Background: an optimization exercise with open tools, aiming at small area. Do not read the settings as production practice. The RTL was checked by simulation tests, not by an equivalence proof against the original design. Power figures rest on the tool's default switching activity, not on a simulated workload.

// des_core
module des_core (
  input  logic            clk,
  input  logic            rst,
  input  logic            start,
  input  logic            decrypt,
  input  des_pkg::block_t block_in,
  input  des_pkg::block_t key_in,
  output logic            busy,
  output logic            done,
  output des_pkg::block_t block_out
);
==> module des_core, before the edit <==
module des_core (
  input  logic            clk,
  input  logic            rst,
  input  logic            start,
  input  logic            decrypt,
  input  des_pkg::block_t block_in,
  input  des_pkg::block_t key_in,
  output logic            busy,
  output logic            done,
  output des_pkg::block_t block_out
);
  logic [63:0] d_q;       
  logic [1:56] cd_q;      
  logic        xc_q, xd_q;
  logic [7:0]  cnt_q;     
  logic [4:0]  rnd_q;     
  logic        dec_q;
  logic [5:0]  x_q;       
  logic        load, step, last, bmode, sh0, sh1, apply;
  logic [7:0]  th;
  logic [2:0]  k;
  logic [5:0]  e_bits, k_bits;
  logic [3:0]  s;
  logic [63:0] d_ld;
  logic [1:56] cd_ld;
  assign load = start & ~busy;
  assign step = (cnt_q[7:3] == 5'b11000);
  assign k    = cnt_q[2:0];
  assign last = step & (k == 3'd7);
  assign sh0 = dec_q & (rnd_q[3:0] == 4'd0);
  assign sh1 = (rnd_q[3:0] == 4'd1) | (rnd_q[3:0] == 4'd8) | (rnd_q[3:0] == 4'd15) |
               (~dec_q & (rnd_q[3:0] == 4'd0));
  always_comb begin
    if (!dec_q) th = sh1 ? 8'd105 : 8'd134;
    else if (sh0) th = 8'd76;
    else th = sh1 ? 8'd47 : 8'd18;
  end
  assign bmode = ~(cnt_q[7] & cnt_q[6]) & (cnt_q >= th);
  always_comb begin
    case (k)
      3'd0: begin e_bits = {d_q[36], d_q[35], d_q[42], d_q[46], d_q[56], d_q[51]};
             k_bits = {cd_q[14], cd_q[17], cd_q[11], cd_q[24], cd_q[1], cd_q[5]}; end
      3'd1: begin e_bits = {d_q[36], d_q[52], d_q[42], d_q[1], d_q[56], d_q[51]};
             k_bits = {cd_q[29], cd_q[39], cd_q[50], cd_q[44], cd_q[32], cd_q[47]}; end
      3'd2: begin e_bits = {d_q[52], d_q[7], d_q[42], d_q[1], d_q[45], d_q[51]};
             k_bits = {cd_q[21], cd_q[17], cd_q[10], cd_q[2], cd_q[24], cd_q[6]}; end
      3'd3: begin e_bits = {d_q[52], d_q[7], d_q[3], d_q[10], d_q[48], d_q[47]};
             k_bits = {cd_q[43], cd_q[39], cd_q[47], cd_q[33], cd_q[54], cd_q[29]}; end
      3'd4: begin e_bits = {d_q[6], d_q[12], d_q[57], d_q[10], d_q[48], d_q[0]};
             k_bits = {cd_q[37], cd_q[48], cd_q[55], cd_q[33], cd_q[43], cd_q[51]}; end
      3'd5: begin e_bits = {d_q[12], d_q[7], d_q[9], d_q[59], d_q[0], d_q[19]};
             k_bits = {cd_q[26], cd_q[23], cd_q[10], cd_q[1], cd_q[16], cd_q[5]}; end
      3'd6: begin e_bits = {d_q[12], d_q[7], d_q[57], d_q[10], d_q[0], d_q[19]};
             k_bits = {cd_q[38], cd_q[43], cd_q[33], cd_q[50], cd_q[56], cd_q[47]}; end
      3'd7: begin e_bits = {d_q[1], d_q[7], d_q[9], d_q[13], d_q[18], d_q[24]};
             k_bits = {cd_q[9], cd_q[28], cd_q[20], cd_q[13], cd_q[6], cd_q[23]}; end
      default: begin e_bits = 6'd0; k_bits = 6'd0; end
    endcase
  end
  assign apply = (step & (k != 3'd0)) | (cnt_q == 8'd0);
  des_sbox_step u_sbox (.k(k), .x(x_q), .s(s));
  assign d_ld = {block_in[59], block_in[15], block_in[13], block_in[61], block_in[31], block_in[45], block_in[43], block_in[33], block_in[23], block_in[3], block_in[17], block_in[5], block_in[25], block_in[47], block_in[11], block_in[29], block_in[63], block_in[41], block_in[19], block_in[1], block_in[27], block_in[49], block_in[53], block_in[39], block_in[9], block_in[21], block_in[35], block_in[7], block_in[57], block_in[51], block_in[55], block_in[37], block_in[60], block_in[16], block_in[14], block_in[62], block_in[32], block_in[46], block_in[44], block_in[34], block_in[24], block_in[4], block_in[18], block_in[6], block_in[26], block_in[48], block_in[12], block_in[30], block_in[64], block_in[42], block_in[20], block_in[2], block_in[28], block_in[50], block_in[54], block_in[40], block_in[10], block_in[22], block_in[36], block_in[8], block_in[58], block_in[52], block_in[56], block_in[38]};
  assign cd_ld = {key_in[57], key_in[49], key_in[41], key_in[33], key_in[25], key_in[17], key_in[9], key_in[1], key_in[58], key_in[50], key_in[42], key_in[34], key_in[26], key_in[18], key_in[10], key_in[2], key_in[59], key_in[51], key_in[43], key_in[35], key_in[27], key_in[19], key_in[11], key_in[3], key_in[60], key_in[52], key_in[44], key_in[36], key_in[63], key_in[55], key_in[47], key_in[39], key_in[31], key_in[23], key_in[15], key_in[7], key_in[62], key_in[54], key_in[46], key_in[38], key_in[30], key_in[22], key_in[14], key_in[6], key_in[61], key_in[53], key_in[45], key_in[37], key_in[29], key_in[21], key_in[13], key_in[5], key_in[28], key_in[20], key_in[12], key_in[4]};
  always_ff @(posedge clk) begin
    xc_q <= cd_q[1];
    xd_q <= cd_q[29];
    if (load) begin
      d_q  <= d_ld;
      cd_q <= cd_ld;
    end else begin
      d_q  <= {d_q[59:0], d_q[63:60]} ^ {24'd0, s & {4{apply}}, 36'd0};
      cd_q <= {cd_q[2:28], bmode ? xc_q : cd_q[1], cd_q[30:56], bmode ? xd_q : cd_q[29]};
    end
  end
  always_ff @(posedge clk) begin
    x_q <= e_bits ^ k_bits;
  end
  always_ff @(posedge clk) begin
    if (load) begin
      cnt_q <= 8'd48;
      rnd_q <= '0;
      dec_q <= decrypt;
    end else begin
      cnt_q <= last ? 8'd0 : cnt_q + 8'd1;
      if (last) rnd_q <= rnd_q + 5'd1;
    end
  end
  always_ff @(posedge clk) begin
    if (rst) begin
      busy <= 1'b0;
      done <= 1'b0;
    end else begin
      done <= busy & rnd_q[4];
      if (load) busy <= 1'b1;
      else if (rnd_q[4]) busy <= 1'b0;
    end
  end
  assign block_out = {d_q[16], d_q[48], d_q[26], d_q[58], d_q[24], d_q[56], d_q[8], d_q[40], d_q[11], d_q[43], d_q[21], d_q[53], d_q[33], d_q[1], d_q[34], d_q[2], d_q[25], d_q[57], d_q[17], d_q[49], d_q[10], d_q[42], d_q[27], d_q[59], d_q[23], d_q[55], d_q[15], d_q[47], d_q[20], d_q[52], d_q[31], d_q[63], d_q[28], d_q[60], d_q[9], d_q[41], d_q[4], d_q[36], d_q[12], d_q[44], d_q[18], d_q[50], d_q[29], d_q[61], d_q[30], d_q[62], d_q[22], d_q[54], d_q[14], d_q[46], d_q[6], d_q[38], d_q[13], d_q[45], d_q[5], d_q[37], d_q[7], d_q[39], d_q[35], d_q[3], d_q[32], d_q[0], d_q[19], d_q[51]};
endmodule
==> flow/config.mk <==
export PLATFORM = sky130hd
export DESIGN_NAME = des_core
export DESIGN_NICKNAME = des_core
export VERILOG_FILES = /design/flow/design.v
export SDC_FILE = /design/flow/constraint.sdc
export NUM_CORES = 4
export LEC_CHECK = 0
export ABC_AREA = 1
export CAP_MARGIN = 20
export CORE_MARGIN = 2
export CORE_UTILIZATION = 45
export GPL_TIMING_DRIVEN = 0
export SLEW_MARGIN = 20
==> flow/constraint.sdc <==
create_clock -name core_clock -period 5.5 [get_ports {clk}]
set_input_delay 1.1000 -clock core_clock [delete_from_list [all_inputs] [get_ports {clk}]]
set_output_delay 1.1000 -clock core_clock [all_outputs]
set_load 0.01 [all_outputs]
standard.sh (not shown) runs the stock make flow with config.mk's settings and CLKGATE_MAP_FILE= SYNTH_SCRIPT=/design/flow/synth_recipe.tcl, a recipe that flattens the netlist after the stock synthesis.
==> flow/flow/run.sh <==
#!/bin/bash
# Layout flow: the standard synthesis (standard.sh synth), then the
# logic between the flip-flops re-mapped by ABC for area (the flip-flops
# are kept as they are), then the rest of the standard ORFS flow, with
# port buffers of the smallest buffer cell.  Each tool logs to its own file.
set -euo pipefail
F=$PWD
R=$F/orfs/results/$FLOW_PLATFORM/des_core/base
LIB=$FLOW_HOME/platforms/$FLOW_PLATFORM/lib/sky130_fd_sc_hd__tt_025C_1v80.lib
DONTUSE=""
for c in $(sed -n '/^export DONT_USE_CELLS/,/^$/p' $FLOW_HOME/platforms/$FLOW_PLATFORM/config.mk | tr -d '\\' | grep -o 'sky130_fd_sc_hd__[A-Za-z0-9_]*'); do
  DONTUSE="$DONTUSE -dont_use $c"
done
bash standard.sh synth > std_synth.log 2>&1
cp $R/1_2_yosys.v std_netlist.v
python3 flow/mkcomb.py $LIB > comb_cells.v 2> mkcomb.log
sed -e "s#@LIB@#$LIB#g" -e "s#@TOP@#$FLOW_TOP#g" -e "s#@ABCSCRIPT@#$F/flow/area.abc#g" \
    -e "s#@DONTUSE@#$DONTUSE#g" flow/resynth.ys.in > resynth.ys
yosys -s resynth.ys > resynth.log 2>&1
python3 flow/checkregs.py std_netlist.v new_netlist.v > checkregs.log 2>&1
cp new_netlist.v $R/1_2_yosys.v
rm -f $R/1_synth.odb $R/1_synth.sdc
bash standard.sh "BUFFER_PORTS_ARGS=-buffer_cell sky130_fd_sc_hd__buf_1" \
  "CTS_ARGS=-sink_clustering_enable -repair_clock_nets -dont_use_dummy_load -buf_list sky130_fd_sc_hd__clkbuf_8 -root_buf sky130_fd_sc_hd__clkbuf_8" \
  finish > std_finish.log 2>&1
Other scripts of this flow, unchanged in this note and not shown: flow/flow/area.abc, flow/flow/checkregs.py, flow/flow/mkcomb.py, flow/flow/resynth.ys.in
Then changed:
--- a/flow/design.v
+++ b/flow/design.v
@@ -926,11 +926,14 @@
   output logic            busy,
   output logic            done,
   output des_pkg::block_t block_out
 );
   logic [63:0] d_q;       
+  localparam logic [1:56] KINV = {28{2'b10}};
   logic [1:56] cd_q;      
+  logic [1:56] cd;        
+  logic [1:56] cd_nx;
   logic        xc_q, xd_q;
   logic [7:0]  cnt_q;     
   logic [4:0]  rnd_q;     
   logic        dec_q;
   logic [5:0]  x_q;       
@@ -955,41 +958,43 @@
   end
   assign bmode = ~(cnt_q[7] & cnt_q[6]) & (cnt_q >= th);
   always_comb begin
     case (k)
       3'd0: begin e_bits = {d_q[36], d_q[35], d_q[42], d_q[46], d_q[56], d_q[51]};
-             k_bits = {cd_q[14], cd_q[17], cd_q[11], cd_q[24], cd_q[1], cd_q[5]}; end
+             k_bits = {cd[14], cd[17], cd[11], cd[24], cd[1], cd[5]}; end
       3'd1: begin e_bits = {d_q[36], d_q[52], d_q[42], d_q[1], d_q[56], d_q[51]};
-             k_bits = {cd_q[29], cd_q[39], cd_q[50], cd_q[44], cd_q[32], cd_q[47]}; end
+             k_bits = {cd[29], cd[39], cd[50], cd[44], cd[32], cd[47]}; end
       3'd2: begin e_bits = {d_q[52], d_q[7], d_q[42], d_q[1], d_q[45], d_q[51]};
-             k_bits = {cd_q[21], cd_q[17], cd_q[10], cd_q[2], cd_q[24], cd_q[6]}; end
+             k_bits = {cd[21], cd[17], cd[10], cd[2], cd[24], cd[6]}; end
       3'd3: begin e_bits = {d_q[52], d_q[7], d_q[3], d_q[10], d_q[48], d_q[47]};
-             k_bits = {cd_q[43], cd_q[39], cd_q[47], cd_q[33], cd_q[54], cd_q[29]}; end
+             k_bits = {cd[43], cd[39], cd[47], cd[33], cd[54], cd[29]}; end
       3'd4: begin e_bits = {d_q[6], d_q[12], d_q[57], d_q[10], d_q[48], d_q[0]};
-             k_bits = {cd_q[37], cd_q[48], cd_q[55], cd_q[33], cd_q[43], cd_q[51]}; end
+             k_bits = {cd[37], cd[48], cd[55], cd[33], cd[43], cd[51]}; end
       3'd5: begin e_bits = {d_q[12], d_q[7], d_q[9], d_q[59], d_q[0], d_q[19]};
-             k_bits = {cd_q[26], cd_q[23], cd_q[10], cd_q[1], cd_q[16], cd_q[5]}; end
+             k_bits = {cd[26], cd[23], cd[10], cd[1], cd[16], cd[5]}; end
       3'd6: begin e_bits = {d_q[12], d_q[7], d_q[57], d_q[10], d_q[0], d_q[19]};
-             k_bits = {cd_q[38], cd_q[43], cd_q[33], cd_q[50], cd_q[56], cd_q[47]}; end
+             k_bits = {cd[38], cd[43], cd[33], cd[50], cd[56], cd[47]}; end
       3'd7: begin e_bits = {d_q[1], d_q[7], d_q[9], d_q[13], d_q[18], d_q[24]};
-             k_bits = {cd_q[9], cd_q[28], cd_q[20], cd_q[13], cd_q[6], cd_q[23]}; end
+             k_bits = {cd[9], cd[28], cd[20], cd[13], cd[6], cd[23]}; end
       default: begin e_bits = 6'd0; k_bits = 6'd0; end
     endcase
   end
   assign apply = (step & (k != 3'd0)) | (cnt_q == 8'd0);
   des_sbox_step u_sbox (.k(k), .x(x_q), .s(s));
   assign d_ld = {block_in[59], block_in[15], block_in[13], block_in[61], block_in[31], block_in[45], block_in[43], block_in[33], block_in[23], block_in[3], block_in[17], block_in[5], block_in[25], block_in[47], block_in[11], block_in[29], block_in[63], block_in[41], block_in[19], block_in[1], block_in[27], block_in[49], block_in[53], block_in[39], block_in[9], block_in[21], block_in[35], block_in[7], block_in[57], block_in[51], block_in[55], block_in[37], block_in[60], block_in[16], block_in[14], block_in[62], block_in[32], block_in[46], block_in[44], block_in[34], block_in[24], block_in[4], block_in[18], block_in[6], block_in[26], block_in[48], block_in[12], block_in[30], block_in[64], block_in[42], block_in[20], block_in[2], block_in[28], block_in[50], block_in[54], block_in[40], block_in[10], block_in[22], block_in[36], block_in[8], block_in[58], block_in[52], block_in[56], block_in[38]};
   assign cd_ld = {key_in[57], key_in[49], key_in[41], key_in[33], key_in[25], key_in[17], key_in[9], key_in[1], key_in[58], key_in[50], key_in[42], key_in[34], key_in[26], key_in[18], key_in[10], key_in[2], key_in[59], key_in[51], key_in[43], key_in[35], key_in[27], key_in[19], key_in[11], key_in[3], key_in[60], key_in[52], key_in[44], key_in[36], key_in[63], key_in[55], key_in[47], key_in[39], key_in[31], key_in[23], key_in[15], key_in[7], key_in[62], key_in[54], key_in[46], key_in[38], key_in[30], key_in[22], key_in[14], key_in[6], key_in[61], key_in[53], key_in[45], key_in[37], key_in[29], key_in[21], key_in[13], key_in[5], key_in[28], key_in[20], key_in[12], key_in[4]};
+  assign cd    = cd_q ^ KINV;
+  assign cd_nx = {cd[2:28], bmode ? ~xc_q : cd[1], cd[30:56], bmode ? ~xd_q : cd[29]};
   always_ff @(posedge clk) begin
     xc_q <= cd_q[1];
     xd_q <= cd_q[29];
     if (load) begin
       d_q  <= d_ld;
-      cd_q <= cd_ld;
+      cd_q <= cd_ld ^ KINV;
     end else begin
       d_q  <= {d_q[59:0], d_q[63:60]} ^ {24'd0, s & {4{apply}}, 36'd0};
-      cd_q <= {cd_q[2:28], bmode ? xc_q : cd_q[1], cd_q[30:56], bmode ? xd_q : cd_q[29]};
+      cd_q <= cd_nx ^ KINV;
     end
   end
   always_ff @(posedge clk) begin
     x_q <= e_bits ^ k_bits;
   end
Result:
- synthesized cell count went down by 6.9%
- power decreases by 2.9%
- core utilization came out higher by 0.90 points
- hold slack degrades by 0.016 ns
- clock-buffer cell count does not change

==> what the ideal ports hide <==
How much do the figures lean on ideal ports? The routed layouts below were timed once more, with nothing changed but the port constraints. Step 1, drivers: a clkbuf_16 drives clk and a buf_2 each remaining input, both assumed. Step 2, shift: input delay + t, output delay - t, t = (earliest + latest rising clock arrival at the registers) / 2. This alone moves slack from input paths to output paths. a / b / c = no drivers / after step 1 / after step 2; a / b = the first two.
run | t, ns | setup WS [ns] | slew at the worst register clock pin (ns) | worst data-port slew with drivers (ns) | pins driven straight from the clock port
the first run | 0.484 | 0.715 / 0.715 / 0.715 | 0.10 / 0.10 | 0.05 | 1
the second run | 0.486 | 0.897 / 0.897 / 0.897 | 0.09 / 0.09 | 0.04 | 1
After both steps every run listed still meets setup and hold.
